From an optimization exercise on the open Yosys and OpenROAD flow, aimed at small area; shortcuts taken in it are not production practice.
In this exercise RTL edits were held to simulation tests only and were not proved equivalent to the original.
Power is estimated from default activity; no workload was simulated.

==> design/flow/design.v <==
package rv_decode_pkg;
	typedef logic [32-1:0] word_t;
	typedef logic [$clog2(32)-1:0] reg_idx_t;
	typedef logic [3:0] cls_code_t;
	localparam cls_code_t C_LUI       = 4'd10;
	localparam cls_code_t C_AUIPC     = 4'd9;
	localparam cls_code_t C_JAL       = 4'd8;
	localparam cls_code_t C_JALR      = 4'd7;
	localparam cls_code_t C_BRANCH    = 4'd6;
	localparam cls_code_t C_LOAD      = 4'd5;
	localparam cls_code_t C_STORE     = 4'd4;
	localparam cls_code_t C_ARLOG_IMM = 4'd3;
	localparam cls_code_t C_ARLOG     = 4'd2;
	localparam cls_code_t C_MISC_MEM  = 4'd1;
	localparam cls_code_t C_SYSTEM    = 4'd0;
	localparam cls_code_t C_ILLEGAL   = 4'd15;
endpackage
`timescale 1ns/1ps
module inst_fetch_reg
(
	input  logic        clk,
	input  logic        rst,
	input  logic        in_valid,
	input  logic [31:0] in_pc,
	input  logic [31:0] in_inst,
	output logic        f_valid,
	output logic [31:0] f_pc,
	output logic [31:7] f_inst,
	output logic [3:0]  f_code
);
	logic [3:0] code;
	always_comb begin
		case (in_inst[6:0])
			7'b0110111:       code = rv_decode_pkg::C_LUI;
			7'b0010111:     code = rv_decode_pkg::C_AUIPC;
			7'b1101111:       code = rv_decode_pkg::C_JAL;
			7'b1100111:      code = rv_decode_pkg::C_JALR;
			7'b1100011:    code = rv_decode_pkg::C_BRANCH;
			7'b0000011:      code = rv_decode_pkg::C_LOAD;
			7'b0100011:     code = rv_decode_pkg::C_STORE;
			7'b0010011: code = rv_decode_pkg::C_ARLOG_IMM;
			7'b0110011:     code = rv_decode_pkg::C_ARLOG;
			7'b0001111:  code = rv_decode_pkg::C_MISC_MEM;
			7'b1110011:    code = rv_decode_pkg::C_SYSTEM;
			default:        code = rv_decode_pkg::C_ILLEGAL;
		endcase
	end
	always_ff @(posedge clk) begin
		if (rst) begin
			f_valid <= 1'b0;
		end else begin
			f_valid <= in_valid;
		end
	end
	always_ff @(posedge clk) begin
		f_pc   <= in_pc;
		f_inst <= in_inst[31:7];
		f_code <= code;
	end
endmodule
`timescale 1ns/1ps
module inst_decoder
(
	input  logic [31:7] inst,
	input  logic [3:0]  code,
	output logic [10:0] cls,
	output logic        illegal,
	output logic [9:0]  mod,
	output logic [31:0] imm
);
	logic lui, auipc, jal, jalr, branch, load, store, arlog_imm, arlog, misc_mem, system_;
	assign lui       = code == rv_decode_pkg::C_LUI;
	assign auipc     = code == rv_decode_pkg::C_AUIPC;
	assign jal       = code == rv_decode_pkg::C_JAL;
	assign jalr      = code == rv_decode_pkg::C_JALR;
	assign branch    = code == rv_decode_pkg::C_BRANCH;
	assign load      = code == rv_decode_pkg::C_LOAD;
	assign store     = code == rv_decode_pkg::C_STORE;
	assign arlog_imm = code == rv_decode_pkg::C_ARLOG_IMM;
	assign arlog     = code == rv_decode_pkg::C_ARLOG;
	assign misc_mem  = code == rv_decode_pkg::C_MISC_MEM;
	assign system_   = code == rv_decode_pkg::C_SYSTEM;
	assign cls = {lui, auipc, jal, jalr, branch, load, store, arlog_imm, arlog, misc_mem, system_};
	assign illegal = ~|cls;
	assign mod[2:0] = inst[14:12];
	assign mod[9:3] = (arlog || (arlog_imm && inst[13:12] == 2'b01)) ? inst[31:25] : 7'd0;
	always_comb begin
		imm = '0;
		if (lui || auipc) begin
			imm = {inst[31:12], 12'b0};
		end else if (jal) begin
			imm = {{12{inst[31]}}, inst[19:12], inst[20], inst[30:21], 1'b0};
		end else if (jalr || load || arlog_imm) begin
			imm = {{20{inst[31]}}, inst[31:20]};
		end else if (store) begin
			imm = {{20{inst[31]}}, inst[31:25], inst[11:7]};
		end
	end
endmodule
`timescale 1ns/1ps
module rf_bit
(
	input  logic clk,
	input  logic we,
	input  logic we_n,
	input  logic wd,
	output logic q
);
	always_ff @(posedge clk) begin
		q <= ~((we_n | wd) & (we | q));
	end
endmodule
module rf_oai2
(
	input  logic s0_n,
	input  logic d0,
	input  logic s1_n,
	input  logic d1,
	output logic y
);
	assign y = ~((s0_n | d0) & (s1_n | d1));
endmodule
module reg_file
(
	input  logic        clk,
	input  logic        rst,
	input  logic [31:1] sel1_n,
	input  logic [31:1] sel2_n,
	input  logic        nz1,
	input  logic        nz2,
	input  logic        pc_sel_n,
	input  logic [31:0] pc,
	output logic [31:0] rdata1,
	output logic [31:0] rdata2_raw,
	output logic        rdata2_inv,
	input  logic        wb_en,
	input  logic [4:0]  wb_rd,
	input  logic [31:0] wb_data
);
	logic [31:0] regs [1:31];
	logic [31:1] we, we_n;
	logic [31:0] wdata;
	logic        phase;
	logic [31:0] raw1, raw2;
	always_ff @(posedge clk) begin
		if (rst) begin
			phase <= 1'b0;
		end else begin
			phase <= ~phase;
		end
	end
	assign wdata = rst ? 32'hffff_ffff : (wb_data ^ {32{phase}});
	always_comb begin
		for (int i = 1; i < 32; i++) begin
			we[i]   = rst | (wb_en && wb_rd == i[4:0]);
			we_n[i] = ~we[i];
		end
	end
	for (genvar i = 1; i < 32; i++) begin : g_reg
		for (genvar b = 0; b < 32; b++) begin : g_bit
			rf_bit u_bit (
				.clk  (clk),
				.we   (we[i]),
				.we_n (we_n[i]),
				.wd   (wdata[b]),
				.q    (regs[i][b])
			);
		end
	end
	logic [31:0] s1v_n, s2v_n;
	logic [31:0] d1v [0:31];
	logic [31:0] d2v [0:31];
	logic [15:0] t1 [0:31];
	logic [15:0] t2 [0:31];
	always_comb begin
		for (int i = 1; i < 32; i++) begin
			s1v_n[i - 1] = sel1_n[i];
			d1v[i - 1]   = regs[i];
			s2v_n[i - 1] = sel2_n[i];
			d2v[i - 1]   = regs[i];
		end
		s1v_n[31] = pc_sel_n;
		d1v[31]   = pc;
		s2v_n[31] = 1'b1;
		d2v[31]   = '0;
	end
	for (genvar b = 0; b < 32; b++) begin : g_rd
		for (genvar k = 0; k < 16; k++) begin : g_grp
			rf_oai2 u_p1 (
				.s0_n (s1v_n[2 * k]),     .d0 (d1v[2 * k][b]),
				.s1_n (s1v_n[2 * k + 1]), .d1 (d1v[2 * k + 1][b]),
				.y    (t1[b][k])
			);
		end
		for (genvar k = 0; k < 15; k++) begin : g_grp2
			rf_oai2 u_p2 (
				.s0_n (s2v_n[2 * k]),     .d0 (d2v[2 * k][b]),
				.s1_n (s2v_n[2 * k + 1]), .d1 (d2v[2 * k + 1][b]),
				.y    (t2[b][k])
			);
		end
		assign t2[b][15] = ~(s2v_n[30] | d2v[30][b]);
		assign raw1[b] = |t1[b];
		assign raw2[b] = |t2[b];
	end
	assign rdata1 = raw1 ^ {32{~pc_sel_n | (nz1 & ~phase)}};
	assign rdata2_raw = raw2;
	assign rdata2_inv = nz2 & ~phase;
endmodule
`timescale 1ns/1ps
module operand_stage
(
	input  logic        clk,
	input  logic        rst,
	input  logic        d_valid,
	input  logic [31:0] d_pc,
	input  logic [31:7] d_inst,
	input  logic [3:0]  d_code,
	output logic [31:1] sel1_n,
	output logic [31:1] sel2_n,
	output logic        nz1,
	output logic        nz2,
	output logic        pc_sel_n,
	input  logic [31:0] rdata1,
	input  logic [31:0] rdata2_raw,
	input  logic        rdata2_inv,
	output logic        out_valid,
	output logic [31:0] out_pc,
	output logic [10:0] out_cls,
	output logic        out_illegal,
	output logic [4:0]  out_rd,
	output logic [9:0]  out_mod,
	output logic [31:0] out_op_a,
	output logic [31:0] out_op_b,
	output logic [31:0] out_store_data
);
	logic [31:7] inst;
	logic [31:7] inst_q;
	logic [3:0]  code;
	logic [31:0] imm;
	logic        use_imm, a_pc;
	logic [3:0]  hi1, hi2;
	logic [7:0]  lo1, lo2;
	logic        d_lui, d_auipc, d_jal;
	assign d_lui   = d_code == rv_decode_pkg::C_LUI;
	assign d_auipc = d_code == rv_decode_pkg::C_AUIPC;
	assign d_jal   = d_code == rv_decode_pkg::C_JAL;
	always_ff @(posedge clk) begin
		if (rst) begin
			out_valid <= 1'b0;
		end else begin
			out_valid <= d_valid;
		end
	end
	always_ff @(posedge clk) begin
		out_pc  <= d_pc;
		inst_q  <= d_inst;
		code    <= d_code;
		hi1     <= 4'd1 << d_inst[19:18];
		lo1     <= (d_lui | d_auipc | d_jal) ? 8'd0 : 8'd1 << d_inst[17:15];
		hi2     <= 4'd1 << d_inst[24:23];
		lo2     <= 8'd1 << d_inst[22:20];
		a_pc    <= d_auipc | d_jal;
		use_imm <= d_code == rv_decode_pkg::C_LUI || d_code == rv_decode_pkg::C_AUIPC
			|| d_code == rv_decode_pkg::C_JAL || d_code == rv_decode_pkg::C_JALR
			|| d_code == rv_decode_pkg::C_LOAD || d_code == rv_decode_pkg::C_STORE
			|| d_code == rv_decode_pkg::C_ARLOG_IMM;
	end
	assign inst[31:25] = inst_q[31:25];
	assign inst[24:23] = {hi2[3] | hi2[2], hi2[3] | hi2[1]};
	assign inst[22:20] = {|lo2[7:4], lo2[7] | lo2[6] | lo2[3] | lo2[2],
		lo2[7] | lo2[5] | lo2[3] | lo2[1]};
	assign inst[19:18] = {hi1[3] | hi1[2], hi1[3] | hi1[1]};
	assign inst[17:7]  = inst_q[17:7];
	assign nz1 = |lo1 & ~(hi1[0] & lo1[0]);
	assign nz2 = ~(hi2[0] & lo2[0]);
	inst_decoder u_dec (
		.inst    (inst),
		.code    (code),
		.cls     (out_cls),
		.illegal (out_illegal),
		.mod     (out_mod),
		.imm     (imm)
	);
	assign out_rd = inst[11:7];
	always_comb begin
		for (int i = 1; i < 32; i++) begin
			sel1_n[i] = ~(hi1[i / 8] & lo1[i % 8]);
			sel2_n[i] = ~(hi2[i / 8] & lo2[i % 8]);
		end
	end
	assign pc_sel_n       = ~a_pc;
	assign out_op_a       = rdata1;
	assign out_store_data = rdata2_raw ^ {32{rdata2_inv}};
	assign out_op_b       = use_imm ? imm : out_store_data;
endmodule
`timescale 1ns/1ps
module decode_pipe
(
	input  logic        clk,
	input  logic        rst,
	input  logic        i_valid,
	input  logic [31:0] i_pc,
	input  logic [31:7] i_inst,
	input  logic [3:0]  i_code,
	output logic        o_valid,
	output logic [31:0] o_pc,
	output logic [31:7] o_inst,
	output logic [3:0]  o_code
);
	always_ff @(posedge clk) begin
		if (rst) begin
			o_valid <= 1'b0;
		end else begin
			o_valid <= i_valid;
		end
	end
	always_ff @(posedge clk) begin
		o_pc   <= i_pc;
		o_inst <= i_inst;
		o_code <= i_code;
	end
endmodule
`timescale 1ns/1ps
module rv_decode_top
(
	input  logic        clk,
	input  logic        rst,
	input  logic        in_valid,
	input  logic [31:0] in_pc,
	input  logic [31:0] in_inst,
	input  logic        wb_en,
	input  logic [4:0]  wb_rd,
	input  logic [31:0] wb_data,
	output logic        out_valid,
	output logic [31:0] out_pc,
	output logic [10:0] out_cls,
	output logic        out_illegal,
	output logic [4:0]  out_rd,
	output logic [9:0]  out_mod,
	output logic [31:0] out_op_a,
	output logic [31:0] out_op_b,
	output logic [31:0] out_store_data
);
	logic        f_valid, d_valid;
	logic [31:0] f_pc, d_pc;
	logic [31:7] f_inst, d_inst;
	logic [3:0]  f_code, d_code;
	logic [31:1] sel1_n, sel2_n;
	logic        nz1, nz2, pc_sel_n;
	logic [31:0] rdata1, rdata2_raw;
	logic        rdata2_inv;
	inst_fetch_reg u_fetch (
		.clk      (clk),
		.rst      (rst),
		.in_valid (in_valid),
		.in_pc    (in_pc),
		.in_inst  (in_inst),
		.f_valid  (f_valid),
		.f_pc     (f_pc),
		.f_inst   (f_inst),
		.f_code   (f_code)
	);
	decode_pipe u_pipe (
		.clk     (clk),
		.rst     (rst),
		.i_valid (f_valid),
		.i_pc    (f_pc),
		.i_inst  (f_inst),
		.i_code  (f_code),
		.o_valid (d_valid),
		.o_pc    (d_pc),
		.o_inst  (d_inst),
		.o_code  (d_code)
	);
	operand_stage u_issue (
		.clk            (clk),
		.rst            (rst),
		.d_valid        (d_valid),
		.d_pc           (d_pc),
		.d_inst         (d_inst),
		.d_code         (d_code),
		.sel1_n           (sel1_n),
		.sel2_n           (sel2_n),
		.nz1            (nz1),
		.nz2            (nz2),
		.pc_sel_n         (pc_sel_n),
		.rdata1         (rdata1),
		.rdata2_raw     (rdata2_raw),
		.rdata2_inv     (rdata2_inv),
		.out_valid      (out_valid),
		.out_pc         (out_pc),
		.out_cls        (out_cls),
		.out_illegal    (out_illegal),
		.out_rd         (out_rd),
		.out_mod        (out_mod),
		.out_op_a       (out_op_a),
		.out_op_b       (out_op_b),
		.out_store_data (out_store_data)
	);
	reg_file u_rf (
		.clk     (clk),
		.rst     (rst),
		.sel1_n    (sel1_n),
		.sel2_n    (sel2_n),
		.nz1     (nz1),
		.nz2     (nz2),
		.pc_sel_n  (pc_sel_n),
		.pc      (out_pc),
		.rdata1  (rdata1),
		.rdata2_raw (rdata2_raw),
		.rdata2_inv (rdata2_inv),
		.wb_en   (wb_en),
		.wb_rd   (wb_rd),
		.wb_data (wb_data)
	);
endmodule
==> design/flow/flow/run.sh <==
#!/bin/bash
# The standard layout (the standard.sh, standard synthesis unchanged) with
# two changes: port buffers use the smallest buffer cell, and the clock tree is
# built from clusters of up to 30 flip-flops under clkbuf_16 leaf buffers,
# without dummy loads. make's full output goes to flow.log; ORFS writes each
# step's log under orfs/logs/.
set -euo pipefail
bash standard.sh \
	"BUFFER_PORTS_ARGS=-buffer_cell sky130_fd_sc_hd__buf_1" \
	"CTS_ARGS=-sink_clustering_enable -repair_clock_nets -dont_use_dummy_load -sink_clustering_size 30 -sink_clustering_max_diameter 80 -buf_list sky130_fd_sc_hd__clkbuf_16" \
	finish > flow.log 2>&1
==> design/flow/standard.sh <==
#!/bin/bash
# synth_recipe.tcl (not shown) runs the flow's synth.tcl, then flattens the netlist and writes it again
# the make line also repeats each setting of config.mk as NAME=value (left out here)
make -C /OpenROAD-flow-scripts/flow DESIGN_CONFIG=/design/flow/config.mk WORK_HOME=/design/flow/orfs CLKGATE_MAP_FILE= SYNTH_SCRIPT=/design/flow/synth_recipe.tcl "${@:-finish}"
==> design/flow/config.mk <==
export PLATFORM = sky130hd
export DESIGN_NAME = rv_decode_top
export DESIGN_NICKNAME = rv_decode_top
export VERILOG_FILES = /design/flow/design.v
export SDC_FILE = /design/flow/constraint.sdc
export NUM_CORES = 4
export LEC_CHECK = 0
export CAP_MARGIN = 20
export CORE_MARGIN = 2
export CORE_UTILIZATION = 38
export SETUP_SLACK_MARGIN = 0.1
export SLEW_MARGIN = 50
export SYNTH_HIERARCHICAL = 1
export SYNTH_MINIMUM_KEEP_SIZE = 0
==> design/flow/constraint.sdc <==
create_clock -name core_clock -period 5.0 [get_ports {clk}]
set_input_delay 1.0000 -clock core_clock [delete_from_list [all_inputs] [get_ports {clk}]]
set_output_delay 1.0000 -clock core_clock [all_outputs]
set_load 0.01 [all_outputs]
==> flow_results.xml, run 1 <==
<?xml version="1.0" encoding="UTF-8"?>
<metrics>
  <group name="logic_synthesis">
    <metric name="synthesis.nets" unit="">4192</metric>
    <metric name="yosys.cell_types.count" unit="">60</metric>
    <metric name="synth_area" unit="mm^2">0.0426</metric>
    <metric name="yosysWarningCount" unit="">20</metric>
    <metric name="syn-mean-instance-area" unit="um^2">10.4</metric>
    <metric name="synth_flop_cell" unit="">dfxtp_1</metric>
    <metric name="edff_count_synth" unit="">0</metric>
    <metric name="proportion_of_register_bits_with_asynchronous_set_or_reset_after_synthesis" unit="">0</metric>
    <metric name="synthesis.instances" unit="">4087</metric>
    <metric name="synth.ff_latch_count" unit="">1198</metric>
    <metric name="share_of_the_yosys_chip_area_belonging_to_registers" unit="">0.563</metric>
  </group>
  <group name="clock_network">
    <metric name="cts_max_path_buffers" unit="">3</metric>
    <metric name="clkLatencyLatePin" unit="ps">690</metric>
    <metric name="cts.sink_count" unit="">1198</metric>
    <metric name="clock_tree.htree_level_count" unit="">2</metric>
    <metric name="post_cts.repair.setup_buffers" unit="">0</metric>
    <metric name="numCtsBuffers" unit="">49</metric>
    <metric name="cts_tree" unit="">yes</metric>
    <metric name="clk_transition_reported_paths" unit="ps">120</metric>
    <metric name="holdBufCountCts" unit="">0</metric>
    <metric name="clock_tree.root_cell" unit="">clkbuf_16</metric>
  </group>
  <group name="placement">
    <metric name="dpl.hpwl" unit="um">129000</metric>
    <metric name="placedCellCount" unit="">6018</metric>
    <metric name="buffer_ports.inserted" unit="">260</metric>
    <metric name="place_congestion" unit="">1.01</metric>
    <metric name="post-place-ws" unit="ps">509</metric>
    <metric name="detailed_place.area" unit="mm^2">0.0479</metric>
  </group>
  <group name="setup_path">
    <metric name="timing.critical_path.from" unit="">u_issue.hi2[0]</metric>
    <metric name="critical_path.slowest_cell" unit="">nor4_2</metric>
    <metric name="critical_path_peak_fanout" unit="">32</metric>
    <metric name="critical_path_arrival" unit="ps">3920</metric>
    <metric name="crit_path_max_incr_delay" unit="ps">520</metric>
    <metric name="worst_setup_path_start_kind" unit="">flop</metric>
    <metric name="cp_data_required_time" unit="ps">4000</metric>
    <metric name="rr_endpoint" unit="">u_rf.g_reg[23].g_bit[2].u_bit.q</metric>
    <metric name="worstRegToRegCells" unit="">5</metric>
    <metric name="critical_path.top_delay_family" unit="">simple AND/OR/NAND/NOR gates</metric>
    <metric name="path_depth" unit="">10</metric>
    <metric name="worstSetupEndpoint" unit="">out_op_b[29]</metric>
    <metric name="worst_setup_path_end_kind" unit="">primary output</metric>
    <metric name="regToRegStartpoint" unit="">u_rf.phase</metric>
    <metric name="path_cells" unit="">nand2_1 &gt; buf_12 &gt; o22ai_1 &gt; nor4_2 &gt; o2111ai_1 &gt; buf_4 &gt; or4_1 &gt; xor2_1 &gt; mux2_2 &gt; buf_1</metric>
    <metric name="criticalPathCategory" unit="">flop to primary output</metric>
    <metric name="critical_path_buf_inv_count" unit="">3</metric>
    <metric name="ff2ff_setup_slack" unit="ps">2510</metric>
  </group>
  <group name="cells_and_area">
    <metric name="layout-drive-gt1-share" unit="">0.110</metric>
    <metric name="final_cell_mix" unit="">o22ai_1, dfxtp_1, buf_4</metric>
    <metric name="finish.net_count" unit="">4687</metric>
    <metric name="syn_to_final_growth" unit="%">15.8</metric>
    <metric name="finalNonFillerCells" unit="">6069</metric>
    <metric name="layout.cell_area.non_filler" unit="mm^2">0.0493</metric>
    <metric name="number_of_fill_cells" unit="">10600</metric>
    <metric name="final_util" unit="">0.445</metric>
    <metric name="leading_cell_type_in_the_layout_fill_and_taps_excluded" unit="">o22ai_1</metric>
  </group>
  <group name="power_and_ir_drop">
    <metric name="p_per_area" unit="mW/mm^2">401</metric>
    <metric name="leakagePower" unit="nW">17.5</metric>
    <metric name="combinationalPowerShare" unit="">0.172</metric>
    <metric name="seqPwrFrac" unit="">0.585</metric>
    <metric name="design_power_total" unit="mW">19.7</metric>
    <metric name="cell_internal_pwr" unit="mW">13.6</metric>
    <metric name="ir_worst_vdd" unit="mV">0.296</metric>
    <metric name="pwr-share-clk" unit="">0.243</metric>
    <metric name="p_sw" unit="mW">6.10</metric>
    <metric name="p_sw_frac" unit="">0.309</metric>
  </group>
  <group name="routing">
    <metric name="drt_drc_violations_left" unit="">0</metric>
    <metric name="routed_wirelength" unit="um">201000</metric>
    <metric name="vias_per_cell" unit="">7.28</metric>
    <metric name="wl_per_cell" unit="um">33.2</metric>
    <metric name="routed-via-count" unit="">44200</metric>
    <metric name="postRouteAntennaNets" unit="">0</metric>
    <metric name="detailedRoute.firstIterationViolations" unit="">7700</metric>
    <metric name="detailedRoute.firstPassIterationCount" unit="">8</metric>
  </group>
  <group name="sta">
    <metric name="finalHoldWorstSlack" unit="ps">317</metric>
    <metric name="timing.final.hold_violations" unit="">0</metric>
    <metric name="setup_total_negative_slack" unit="ps">0</metric>
    <metric name="maxClockFrequency" unit="MHz">203</metric>
    <metric name="final.min_clock_period" unit="ps">4920</metric>
    <metric name="skew" unit="ps">27.7</metric>
    <metric name="transition_time_at_the_pin_with_the_least_slew_margin" unit="ps">871</metric>
    <metric name="report.final.setup_viol" unit="">0</metric>
    <metric name="slew-limit-headroom" unit="">0.414</metric>
    <metric name="period_utilization" unit="">0.984</metric>
    <metric name="rsz0062_at_grt" unit="">false</metric>
    <metric name="maxSlewViolCount" unit="">0</metric>
    <metric name="setup_slack" unit="ps">81.4</metric>
  </group>
  <group name="die">
    <metric name="floorplan.initialDensity" unit="">0.384</metric>
    <metric name="fp.dieH" unit="um">339</metric>
    <metric name="die_area" unit="mm^2">0.115</metric>
    <metric name="ioPinCount" unit="">261</metric>
    <metric name="floorplan.rows" unit="">122</metric>
    <metric name="fp.dieW" unit="um">339</metric>
    <metric name="floorplan.core_area" unit="mm^2">0.111</metric>
  </group>
  <group name="worst_hold_path">
    <metric name="timing.hold.worst.class" unit="">flop to flop</metric>
    <metric name="hold-path-cell-count" unit="">0</metric>
  </group>
  <group name="global_routing">
    <metric name="first_global_vias" unit="">39900</metric>
    <metric name="maximum_number_of_pins_on_one_net_before_global_route_repair" unit="">51</metric>
    <metric name="global_route_wire_length_before_repair" unit="um">284000</metric>
    <metric name="overflow" unit="">0</metric>
    <metric name="global_route.usage.total" unit="">0.328</metric>
    <metric name="antenna_found_initial" unit="">1</metric>
  </group>
  <group name="outcome">
    <metric name="run_status" unit="">no timing/DRC/antenna violations</metric>
  </group>
  <group name="run">
    <metric name="max-cap-violations" unit="">0</metric>
  </group>
</metrics>
[final cells by class]
cell class                 instances  area [um^2]  share of cell area
clock buffer                      49         1230              0.0249
tap                             1488         1860              0.0378
antenna                            1         2.50           0.0000508
inverter                           7         26.3            0.000533
sequential                      1198        24000               0.487
multi-input combinational       2772        18600               0.378
timing repair buffer             554         3580              0.0725
[Yosys cell counts, types with 2 or more instances]
master     instances  area [um^2]
a22oi_1            5         37.5
nand3b_1           2         15.0
nand4_1           32          200
a21oi_2            2         17.5
nor2b_1           21          131
a21o_1            31          233
o2111ai_1         33          289
and3b_1            3         26.3
inv_1              7         26.3
and4bb_2           2         25.0
buf_12             2         40.0
and3_1             3         18.8
or4_1             35          263
nor3_2             2         20.0
xor2_1            59          517
o22ai_1         1985        12400
nor3b_1            4         30.0
buf_4             52          390
xnor2_1           34          298
a21oi_1           29          145
nor2_1            18         67.6
clkbuf_1          21         78.8
o21ai_0           23          115
a211oi_1           7         52.6
a31oi_1            8         50.1
xor2_2             5         81.3
buf_6              7         78.8
or2_2              6         37.5
nand2_1           73          274
nor3_1             3         15.0
and2_1            10         62.6
a31o_1             3         26.3
o211ai_1           3         22.5
nor4_1           228         1430
nand2b_1          44          275
o2bb2ai_1          4         35.0
mux2_2            32          360
a31o_2             5         43.8
buf_2             26          130
dfxtp_1         1198        24000
[power by group through the flow]
stage / clock [mW] / combinational [mW] / sequential, mW
global route: 5.12 / 3.51 / 11.7
floorplan: 0 / 1.97 / 11.5
global placement: 0 / 3.17 / 11.7
detailed placement: 0 / 3.25 / 11.7
finish: 4.80 / 3.40 / 11.5
CTS: 4.80 / 3.26 / 11.5
[modules after synthesis (local to each module, per instance), excerpt]
| module | cells | copies in the design | flip-flops and latches |
|---|---|---|---|
| operand_stage | 310 | 1 | 81 |
| reg_file | 532 | 1 | 1 |
| inst_fetch_reg | 86 | 1 | 62 |
| decode_pipe | 63 | 1 | 62 |
| rf_oai2 | 1 | 992 | 0 |
| inst_decoder | 120 | 1 | 0 |
[registers in the layout, indices dropped and copies added (netlist names), 4 cells and up]
signal	count
u_issue.hi2	4
u_fetch.f_pc	32
u_issue.inst_q	18
u_fetch.f_inst	25
u_issue.lo2	8
u_rf.g.g_bit.u_bit.q	992
u_pipe.o_pc	32
u_issue.hi1	4
u_pipe.o_inst	25
u_issue.lo1	8
u_pipe.o_code	4
u_fetch.f_code	4
u_issue.code	4
u_issue.out_pc	32
[kinds of logic (layout without fill, tap and decap cells)]
kind of cell / count (synthesis) / after routing / synth area share
xor gates and xnor gates: 98 / 98 / 0.0210
DFF: 1198 / 1198 / 0.563
and+or+nand+nor: 496 / 496 / 0.0699
AOI/OAI and AO/OA: 2146 / 2146 / 0.319
other: 0 / 1 / 0
buffers and inverters: 117 / 610 / 0.0179
muxes: 32 / 32 / 0.00846
[worst reg2reg max path: cells and delay by family (launching register included)]
family                 cells  cell delay [ps]
buffers and inverters      2              910
AND/OR/NAND/NOR            1              520
XOR/XNOR                   1              140
AO/OA/AOI/OAI              1              130
flip-flops                 1              670
[repair_timing]
action | 4_1_cts | 5_1_grt
gates resized for setup | 7 | 9
setup endpoints to repair | 14 | 9
pin swaps | 0 | 0
cloned | 0 | 0
endpoints found under the hold margin | 0 | 0
[how the worst min path moves through the flow]
stage,slack [ps],start,end
after floorplan,310,u_pipe.o_inst[10],u_issue.inst_q[10]
after global placement,310,u_fetch.f_pc[25],u_pipe.o_pc[25]
after detailed placement,310,u_pipe.o_inst[14],u_issue.inst_q[14]
after CTS,330,u_fetch.f_inst[28],u_pipe.o_inst[28]
after global routing,330,u_fetch.f_pc[8],u_pipe.o_pc[8]
final,320,u_fetch.f_inst[28],u_pipe.o_inst[28]
[routing by layer]
| metal | routed length (um) | GRT usage |
|---|---|---|
| met5 | 0 | 0 |
| met4 | 15000 | 0.203 |
| met3 | 29500 | 0.0976 |
| met2 | 80300 | 0.457 |
| met1 | 76600 | 0.443 |
==> run 2: changes to the inputs <==
--- a/design/flow/config.mk
+++ b/design/flow/config.mk
@@ -8,7 +8,7 @@
 export CAP_MARGIN = 20
 export CORE_MARGIN = 2
 export CORE_UTILIZATION = 38
-export SETUP_SLACK_MARGIN = 0.1
+export SETUP_SLACK_MARGIN = 0.05
 export SLEW_MARGIN = 50
 export SYNTH_HIERARCHICAL = 1
 export SYNTH_MINIMUM_KEEP_SIZE = 0
==> flow_results.xml, run 2 <==
<?xml version="1.0" encoding="UTF-8"?>
<metrics>
  <group name="setup_path">
    <metric name="cp_data_required_time" unit="ps">4000</metric>
    <metric name="critical_path_peak_fanout" unit="">14</metric>
    <metric name="worst_setup_path_end_kind" unit="">primary output</metric>
    <metric name="critical_path.slowest_cell" unit="">nor4_1</metric>
    <metric name="critical_path_arrival" unit="ps">3930</metric>
    <metric name="critical_path_buf_inv_count" unit="">2</metric>
    <metric name="critical_path.top_delay_family" unit="">simple AND/OR/NAND/NOR gates</metric>
    <metric name="worst_setup_path_start_kind" unit="">flop</metric>
    <metric name="path_cells" unit="">nand2_2 &gt; buf_4 &gt; o22ai_1 &gt; nor4_1 &gt; o2111ai_1 &gt; or4_1 &gt; xor2_1 &gt; mux2_2 &gt; buf_1</metric>
    <metric name="crit_path_max_incr_delay" unit="ps">630</metric>
    <metric name="criticalPathCategory" unit="">flop to primary output</metric>
  </group>
  <group name="worst_hold_path">
    <metric name="timing.hold.worst.class" unit="">flop to flop</metric>
  </group>
  <group name="logic_synthesis">
    <metric name="post_synth_main_area_contributors" unit="">dfxtp_1, o22ai_1, nor4_1, xor2_1, buf_4</metric>
    <metric name="synthesis.nets" unit="">4192</metric>
    <metric name="synth_common_cells" unit="">o22ai_1, dfxtp_1, nor4_1, nand2_1, xor2_1</metric>
    <metric name="synth.most_common_cell" unit="">o22ai_1</metric>
    <metric name="synth_area" unit="mm^2">0.0426</metric>
    <metric name="synthDominantCellAreaShare" unit="">0.563</metric>
    <metric name="proportion_of_register_bits_with_asynchronous_set_or_reset_after_synthesis" unit="">0</metric>
    <metric name="synthesis.instances" unit="">4087</metric>
    <metric name="synth.ff_latch_count" unit="">1198</metric>
    <metric name="syn-mean-instance-area" unit="um^2">10.4</metric>
    <metric name="yosysWarningCount" unit="">20</metric>
    <metric name="yosys.cell_types.count" unit="">60</metric>
    <metric name="yosysTopAreaCell" unit="">dfxtp_1</metric>
    <metric name="edff_count_synth" unit="">0</metric>
    <metric name="share_of_the_yosys_chip_area_belonging_to_registers" unit="">0.563</metric>
    <metric name="synth_flop_cell" unit="">dfxtp_1</metric>
  </group>
  <group name="die">
    <metric name="die_area" unit="mm^2">0.115</metric>
    <metric name="floorplan.rows" unit="">122</metric>
    <metric name="fp.dieH" unit="um">339</metric>
    <metric name="floorplan.initialDensity" unit="">0.384</metric>
    <metric name="fp.dieW" unit="um">339</metric>
    <metric name="floorplan.core_area" unit="mm^2">0.111</metric>
    <metric name="ioPinCount" unit="">261</metric>
  </group>
  <group name="placement">
    <metric name="placedCellCount" unit="">6018</metric>
    <metric name="buffer_ports.inserted" unit="">260</metric>
    <metric name="place_congestion" unit="">1.01</metric>
    <metric name="dpl.hpwl" unit="um">129000</metric>
  </group>
  <group name="global_routing">
    <metric name="global_route.usage.total" unit="">0.328</metric>
    <metric name="use_met1" unit="">0.443</metric>
    <metric name="overflow" unit="">0</metric>
    <metric name="global_route_wire_length_before_repair" unit="um">284000</metric>
    <metric name="first_global_vias" unit="">39800</metric>
    <metric name="grt_util_met2" unit="">0.455</metric>
    <metric name="top_usage_layer" unit="">met2</metric>
    <metric name="maximum_number_of_pins_on_one_net_before_global_route_repair" unit="">51</metric>
    <metric name="antenna_found_initial" unit="">1</metric>
    <metric name="use_met3" unit="">0.0976</metric>
  </group>
  <group name="sta">
    <metric name="maxClockFrequency" unit="MHz">203</metric>
    <metric name="period_utilization" unit="">0.986</metric>
    <metric name="finalHoldWorstSlack" unit="ps">318</metric>
    <metric name="timing.final.hold_violations" unit="">0</metric>
    <metric name="setup_total_negative_slack" unit="ps">0</metric>
    <metric name="final.min_clock_period" unit="ps">4930</metric>
    <metric name="maxSlewViolCount" unit="">0</metric>
    <metric name="rsz0062_at_grt" unit="">false</metric>
    <metric name="slew-limit-headroom" unit="">0.455</metric>
    <metric name="skew" unit="ps">26.0</metric>
    <metric name="transition_time_at_the_pin_with_the_least_slew_margin" unit="ps">810</metric>
    <metric name="report.final.setup_viol" unit="">0</metric>
  </group>
  <group name="cells_and_area">
    <metric name="diodes" unit="">0</metric>
    <metric name="syn_to_final_growth" unit="%">15.7</metric>
    <metric name="finish.net_count" unit="">4687</metric>
    <metric name="number_of_fill_cells" unit="">10600</metric>
    <metric name="layout-drive-gt1-share" unit="">0.110</metric>
    <metric name="finalNonFillerCells" unit="">6068</metric>
    <metric name="largest_register_ff_count" unit="">992</metric>
    <metric name="final_cell_mix" unit="">o22ai_1, dfxtp_1, buf_4</metric>
    <metric name="leading_cell_type_in_the_layout_fill_and_taps_excluded" unit="">o22ai_1</metric>
    <metric name="regMostFlops" unit="">u_rf.g.g_bit.u_bit.q</metric>
  </group>
  <group name="clock_network">
    <metric name="cts.sink_count" unit="">1198</metric>
    <metric name="cts_max_path_buffers" unit="">3</metric>
    <metric name="clock_tree.htree_level_count" unit="">2</metric>
    <metric name="cts_tree" unit="">yes</metric>
    <metric name="clk_transition_reported_paths" unit="ps">120</metric>
    <metric name="clkLatencyLatePin" unit="ps">680</metric>
    <metric name="clock_tree.root_cell" unit="">clkbuf_16</metric>
    <metric name="numCtsBuffers" unit="">49</metric>
  </group>
  <group name="power_and_ir_drop">
    <metric name="cell_internal_pwr" unit="mW">13.6</metric>
    <metric name="design_power_total" unit="mW">19.7</metric>
    <metric name="p_sw" unit="mW">6.10</metric>
    <metric name="p_sw_frac" unit="">0.309</metric>
    <metric name="seqPwrFrac" unit="">0.585</metric>
    <metric name="leakagePower" unit="nW">17.5</metric>
    <metric name="p_per_area" unit="mW/mm^2">401</metric>
    <metric name="ir_worst_vdd" unit="mV">0.293</metric>
    <metric name="combinationalPowerShare" unit="">0.172</metric>
    <metric name="pwr-share-clk" unit="">0.243</metric>
  </group>
  <group name="routing">
    <metric name="detailedRoute.firstIterationViolations" unit="">7908</metric>
    <metric name="routed_wirelength" unit="um">201000</metric>
    <metric name="postRouteAntennaNets" unit="">0</metric>
    <metric name="vias_per_cell" unit="">7.30</metric>
    <metric name="wl_per_cell" unit="um">33.2</metric>
    <metric name="drt_drc_violations_left" unit="">0</metric>
    <metric name="routed-via-count" unit="">44300</metric>
    <metric name="detailedRoute.firstPassIterationCount" unit="">6</metric>
  </group>
  <group name="outcome">
    <metric name="run_status" unit="">no timing/DRC/antenna violations</metric>
  </group>
  <group name="run">
    <metric name="max-cap-violations" unit="">0</metric>
  </group>
</metrics>
[run 2: changes by cell type in the layout (fill, tap and decap cells not counted)]
cell | before | now
nand2_1 | 57 | 59
nand2_4 | 2 | 0
diode_2 | 1 | 0
[run 2: layout make-up]
cell class                      count  area, um^2  area share
Multi-Input combinational cell   2772       18600       0.377
Timing Repair Buffer              554        3580      0.0726
Sequential cell                  1198       24000       0.487
Inverter                            7        26.3    0.000533
Clock buffer                       49        1230      0.0249
Tap cell                         1488        1860      0.0378
[run 2: metal layers]
metal,share of wire,up-vias
met4,0.074,0
met5,0,-
met1,0.39,21400
li1,-,18300
met3,0.14,680
met2,0.40,3994
[run 2: timing repair]
item / CTS / global route
hold buffers: 0 / 0
cloned: 0 / 0
resized for setup: 5 / 6
endpoints found under the setup margin: 10 / 7
buffers inserted: 0 / 0
[run 2: modules after synthesis, one instance, submodules excluded, excerpt]
module / copies in the design / area (um^2)
rf_bit: 992 / 26.3
decode_pipe: 1 / 1250
reg_file: 1 / 3600
rf_oai2: 992 / 6.26
operand_stage: 1 / 3250
inst_decoder: 1 / 788
inst_fetch_reg: 1 / 1400
[run 2: metrics by stage]
step,setup WS (ps),utilization,instance area [um^2]
after global routing,54.0,0.445,49300
after CTS,65.6,0.443,49100
after global placement,509,0.430,47600
after floorplan,1530,-,42600
after detailed placement,509,0.432,47900
final,72.0,0.445,49300
[run 2: kinds of logic after synthesis]
family	count (synthesis)	synth area share
simple gates	496	0.0699
compound gates	2146	0.319
xor+xnor	98	0.0210
buf+inv	117	0.0179
flops	1198	0.563
mux	32	0.00846
[run 2: power groups by stage]
stage	clock, mW	combinational (mW)	sequential, mW
after detailed placement	0	3.25	11.7
after global routing	5.12	3.50	11.7
final	4.81	3.39	11.5
after global placement	0	3.17	11.7
after floorplan	0	1.97	11.5
after CTS	4.80	3.25	11.5
[run 2: worst paths after layout]
kind | start | endpoint | slack [ps] | depth (start not counted)
max | u_issue.hi2[0] | out_op_b[20] | 70 | 9
min | u_fetch.f_inst[28] | u_pipe.o_inst[28] | 320 | 0
max reg2reg | u_rf.phase | u_rf.g_reg[23].g_bit[2].u_bit.q | 2540 | 5
min reg2reg | u_fetch.f_inst[28] | u_pipe.o_inst[28] | 320 | 0
==> run 3: changes to the inputs <==
--- a/design/flow/design.v
+++ b/design/flow/design.v
@@ -235,12 +235,9 @@
 	output logic [31:0] out_store_data
 );
 	logic [31:7] inst;
-	logic [31:7] inst_q;
 	logic [3:0]  code;
 	logic [31:0] imm;
 	logic        use_imm, a_pc;
-	logic [3:0]  hi1, hi2;
-	logic [7:0]  lo1, lo2;
 	logic        d_lui, d_auipc, d_jal;
 	assign d_lui   = d_code == rv_decode_pkg::C_LUI;
 	assign d_auipc = d_code == rv_decode_pkg::C_AUIPC;
@@ -254,26 +251,20 @@
 	end
 	always_ff @(posedge clk) begin
 		out_pc  <= d_pc;
-		inst_q  <= d_inst;
+		inst    <= d_inst;
 		code    <= d_code;
-		hi1     <= 4'd1 << d_inst[19:18];
-		lo1     <= (d_lui | d_auipc | d_jal) ? 8'd0 : 8'd1 << d_inst[17:15];
-		hi2     <= 4'd1 << d_inst[24:23];
-		lo2     <= 8'd1 << d_inst[22:20];
+		for (int i = 1; i < 32; i++) begin
+			sel1_n[i] <= ~(~(d_lui | d_auipc | d_jal) && d_inst[19:15] == i[4:0]);
+			sel2_n[i] <= ~(d_inst[24:20] == i[4:0]);
+		end
+		nz1     <= ~(d_lui | d_auipc | d_jal) && d_inst[19:15] != 5'd0;
+		nz2     <= d_inst[24:20] != 5'd0;
 		a_pc    <= d_auipc | d_jal;
 		use_imm <= d_code == rv_decode_pkg::C_LUI || d_code == rv_decode_pkg::C_AUIPC
 			|| d_code == rv_decode_pkg::C_JAL || d_code == rv_decode_pkg::C_JALR
 			|| d_code == rv_decode_pkg::C_LOAD || d_code == rv_decode_pkg::C_STORE
 			|| d_code == rv_decode_pkg::C_ARLOG_IMM;
 	end
-	assign inst[31:25] = inst_q[31:25];
-	assign inst[24:23] = {hi2[3] | hi2[2], hi2[3] | hi2[1]};
-	assign inst[22:20] = {|lo2[7:4], lo2[7] | lo2[6] | lo2[3] | lo2[2],
-		lo2[7] | lo2[5] | lo2[3] | lo2[1]};
-	assign inst[19:18] = {hi1[3] | hi1[2], hi1[3] | hi1[1]};
-	assign inst[17:7]  = inst_q[17:7];
-	assign nz1 = |lo1 & ~(hi1[0] & lo1[0]);
-	assign nz2 = ~(hi2[0] & lo2[0]);
 	inst_decoder u_dec (
 		.inst    (inst),
 		.code    (code),
@@ -283,12 +274,6 @@
 		.imm     (imm)
 	);
 	assign out_rd = inst[11:7];
-	always_comb begin
-		for (int i = 1; i < 32; i++) begin
-			sel1_n[i] = ~(hi1[i / 8] & lo1[i % 8]);
-			sel2_n[i] = ~(hi2[i / 8] & lo2[i % 8]);
-		end
-	end
 	assign pc_sel_n       = ~a_pc;
 	assign out_op_a       = rdata1;
 	assign out_store_data = rdata2_raw ^ {32{rdata2_inv}};
--- a/design/flow/config.mk
+++ b/design/flow/config.mk
@@ -7,8 +7,8 @@
 export LEC_CHECK = 0
 export CAP_MARGIN = 20
 export CORE_MARGIN = 2
-export CORE_UTILIZATION = 38
-export SETUP_SLACK_MARGIN = 0.05
+export CORE_UTILIZATION = 40
+export SETUP_SLACK_MARGIN = 0.1
 export SLEW_MARGIN = 50
 export SYNTH_HIERARCHICAL = 1
 export SYNTH_MINIMUM_KEEP_SIZE = 0
==> flow_results.xml, run 3 <==
<?xml version="1.0" encoding="UTF-8"?>
<metrics>
  <group name="clock_network">
    <metric name="cts_max_path_buffers" unit="">3</metric>
    <metric name="clk_transition_reported_paths" unit="ps">110</metric>
    <metric name="post_cts.repair.setup_buffers" unit="">0</metric>
    <metric name="cts.sink_count" unit="">1245</metric>
    <metric name="clock_tree.htree_level_count" unit="">2</metric>
    <metric name="post_cts.resized_instances" unit="">0</metric>
    <metric name="clkLatencyLatePin" unit="ps">670</metric>
    <metric name="cts_tree" unit="">yes</metric>
    <metric name="numCtsBuffers" unit="">51</metric>
    <metric name="holdBufCountCts" unit="">0</metric>
    <metric name="clock_tree.root_cell" unit="">clkbuf_16</metric>
  </group>
  <group name="logic_synthesis">
    <metric name="synth.most_common_cell" unit="">o22ai_1</metric>
    <metric name="synth_area" unit="mm^2">0.0436</metric>
    <metric name="synth_flop_cell" unit="">dfxtp_1</metric>
    <metric name="synth_common_cells" unit="">o22ai_1, dfxtp_1, nor4_1, xor2_1, buf_4</metric>
    <metric name="share_of_the_yosys_chip_area_belonging_to_registers" unit="">0.572</metric>
    <metric name="yosysWarningCount" unit="">20</metric>
    <metric name="synthesis.nets" unit="">4233</metric>
    <metric name="proportion_of_register_bits_with_asynchronous_set_or_reset_after_synthesis" unit="">0</metric>
    <metric name="yosys.cell_types.count" unit="">57</metric>
    <metric name="synthDominantCellAreaShare" unit="">0.572</metric>
    <metric name="yosysTopAreaCell" unit="">dfxtp_1</metric>
    <metric name="post_synth_main_area_contributors" unit="">dfxtp_1, o22ai_1, nor4_1, xor2_1, o2111ai_1</metric>
    <metric name="syn-mean-instance-area" unit="um^2">10.6</metric>
    <metric name="synthesis.instances" unit="">4128</metric>
    <metric name="edff_count_synth" unit="">0</metric>
    <metric name="synth.ff_latch_count" unit="">1245</metric>
  </group>
  <group name="routing">
    <metric name="drt_drc_violations_left" unit="">0</metric>
    <metric name="routed_wirelength" unit="um">201000</metric>
    <metric name="vias_per_cell" unit="">7.34</metric>
    <metric name="wl_per_cell" unit="um">33.3</metric>
    <metric name="detailedRoute.firstIterationViolations" unit="">7494</metric>
    <metric name="routed-via-count" unit="">44400</metric>
    <metric name="postRouteAntennaNets" unit="">0</metric>
    <metric name="detailedRoute.firstPassIterationCount" unit="">8</metric>
  </group>
  <group name="global_routing">
    <metric name="first_global_vias" unit="">40100</metric>
    <metric name="maximum_number_of_pins_on_one_net_before_global_route_repair" unit="">60</metric>
    <metric name="overflow" unit="">0</metric>
    <metric name="global_route_wire_length_before_repair" unit="um">284000</metric>
    <metric name="antenna_found_initial" unit="">2</metric>
    <metric name="global_route.usage.total" unit="">0.341</metric>
  </group>
  <group name="cells_and_area">
    <metric name="diodes" unit="">0</metric>
    <metric name="largest_register_ff_count" unit="">992</metric>
    <metric name="final_cell_mix" unit="">o22ai_1, dfxtp_1, buf_4</metric>
    <metric name="syn_to_final_growth" unit="%">15.3</metric>
    <metric name="layout-drive-gt1-share" unit="">0.112</metric>
    <metric name="leading_cell_type_in_the_layout_fill_and_taps_excluded" unit="">o22ai_1</metric>
    <metric name="finish.net_count" unit="">4733</metric>
    <metric name="regMostFlops" unit="">u_rf.g.g_bit.u_bit.q</metric>
    <metric name="finalNonFillerCells" unit="">6040</metric>
  </group>
  <group name="sta">
    <metric name="setup_total_negative_slack" unit="ps">0</metric>
    <metric name="slew-limit-headroom" unit="">0.406</metric>
    <metric name="timing.final.hold_violations" unit="">0</metric>
    <metric name="transition_time_at_the_pin_with_the_least_slew_margin" unit="ps">883</metric>
    <metric name="skew" unit="ps">62.4</metric>
    <metric name="report.final.setup_viol" unit="">0</metric>
    <metric name="rsz0062_at_grt" unit="">false</metric>
    <metric name="maxSlewViolCount" unit="">0</metric>
    <metric name="finalHoldWorstSlack" unit="ps">298</metric>
    <metric name="final.min_clock_period" unit="ps">4810</metric>
    <metric name="period_utilization" unit="">0.962</metric>
    <metric name="maxClockFrequency" unit="MHz">208</metric>
  </group>
  <group name="placement">
    <metric name="dpl.hpwl" unit="um">130000</metric>
    <metric name="buffer_ports.inserted" unit="">260</metric>
    <metric name="placedCellCount" unit="">5986</metric>
    <metric name="place_congestion" unit="">0.991</metric>
  </group>
  <group name="setup_path">
    <metric name="critical_path_arrival" unit="ps">3810</metric>
    <metric name="critical_path_peak_fanout" unit="">10</metric>
    <metric name="criticalPathCategory" unit="">flop to primary output</metric>
    <metric name="cp_data_required_time" unit="ps">4000</metric>
    <metric name="worst_setup_path_start_kind" unit="">flop</metric>
    <metric name="worst_setup_path_end_kind" unit="">primary output</metric>
  </group>
  <group name="power_and_ir_drop">
    <metric name="leakagePower" unit="nW">17.8</metric>
    <metric name="p_per_area" unit="mW/mm^2">402</metric>
    <metric name="design_power_total" unit="mW">20.2</metric>
    <metric name="ir_worst_vdd" unit="mV">0.279</metric>
  </group>
  <group name="die">
    <metric name="floorplan.core_area" unit="mm^2">0.108</metric>
    <metric name="ioPinCount" unit="">261</metric>
    <metric name="floorplan.rows" unit="">121</metric>
    <metric name="die_area" unit="mm^2">0.112</metric>
    <metric name="floorplan.initialDensity" unit="">0.402</metric>
    <metric name="fp.dieW" unit="um">334</metric>
    <metric name="fp.dieH" unit="um">334</metric>
  </group>
  <group name="outcome">
    <metric name="run_status" unit="">no timing/DRC/antenna violations</metric>
  </group>
  <group name="worst_hold_path">
    <metric name="timing.hold.worst.class" unit="">flop to flop</metric>
  </group>
  <group name="run">
    <metric name="max-cap-violations" unit="">0</metric>
  </group>
</metrics>
run 3: cell types whose count changed after synthesis, moves of 3 or more:
cell / change
buf_2: +7
or4_1: -3
o211ai_1: +15
dfxtp_1: +47
o2111ai_1: +16
a211oi_1: -6
nand2_1: -34
or2_2: -4
run 3: through the flow:
stage                     worst slack (ps)  area [um^2]  utilization
after floorplan                       1740        43600            -
after global placement                 589        48400        0.446
after detailed placement              1010        48800        0.451
after CTS                              278        50100        0.462
after global routing                   259        50200        0.463
final                                  188        50200        0.463
run 3: report_power, final:
group / leakage, nW / switching [mW] / internal, mW / total [mW]
Sequential: 10.5 / 0.895 / 11.0 / 11.9
Combinational: 6.70 / 2.10 / 1.22 / 3.32
Clock: 0.628 / 3.14 / 1.83 / 4.98
Total: 17.8 / 6.14 / 14.1 / 20.2
run 3: kinds of logic after synthesis:
group                  after synthesis  synth area share
XOR/XNOR                            98            0.0204
buffers and inverters              123            0.0181
flip-flops                        1245             0.572
AO/OA/AOI/OAI                     2169             0.316
AND/OR/NAND/NOR                    461            0.0652
multiplexers                        32           0.00827
run 3: area by class of cell:
| class | count | area, um^2 |
|---|---|---|
| Multi-Input combinational cell | 2760 | 18600 |
| Tap cell | 1414 | 1770 |
| Clock buffer | 51 | 1280 |
| Timing Repair Buffer | 564 | 3570 |
| Fill cell | 10300 | 58200 |
| Inverter | 6 | 22.5 |
| Sequential cell | 1245 | 24900 |
run 3: modules after synthesis, one instance, submodules excluded, excerpt:
| module | flops+latches | copies in the design | area [um^2] |
|---|---|---|---|
| operand_stage | 128 | 1 | 4260 |
| reg_file | 1 | 1 | 3600 |
| inst_fetch_reg | 62 | 1 | 1400 |
| decode_pipe | 62 | 1 | 1250 |
| inst_decoder | 0 | 1 | 788 |
| rf_bit | 1 | 992 | 26.3 |
| rf_oai2 | 0 | 992 | 6.26 |
run 3: worst paths after layout:
kind,cells after the start,slack [ps],endpoint,from
hold reg to reg,0,300,u_issue.out_pc[24],u_pipe.o_pc[24]
setup / recovery,7,190,out_op_b[21],u_issue.sel2_n[3]
setup reg to reg,6,2740,u_rf.g_reg[9].g_bit[0].u_bit.q,u_rf.phase
hold / removal,0,300,u_issue.out_pc[24],u_pipe.o_pc[24]
run 3: critical path, stage by stage (launching register included):
cell       delay [ps]
dfxtp_1           760
o22ai_1           210
nor4_2            660
o2111ai_1         400
or4_1             520
xor2_1            190
mux2_2            270
buf_1             120
run 3: routing by layer:
metal	part of all wire	track usage	vias to the layer above
met5	0	0	-
met4	0.079	0.224	0
met3	0.14	0.0906	736
met2	0.39	0.465	3877
met1	0.39	0.470	21300
li1	-	-	18500

==> port drivers added, routing unchanged <==
How much do the figures lean on ideal ports? The routed layouts below were timed once more, with nothing changed but the port constraints. Step 1, drivers: a clkbuf_16 drives clk and a buf_2 each remaining input, both assumed. Step 2, shift: input delay + t, output delay - t, t = (earliest + latest rising clock arrival at the registers) / 2. This alone moves slack from input paths to output paths. Three values: ideal ports, drivers, drivers and shift; two values: the first two.
run	shift t [ns]	setup WS [ns]	pins driven straight from the clock port
run 1	0.741	0.081 / 0.004 / 0.745	1
run 2	0.740	0.072 / -0.004 / 0.736	1
run 3	0.736	0.188 / 0.112 / 0.848	1
After both steps setup and hold are still met in every run listed.
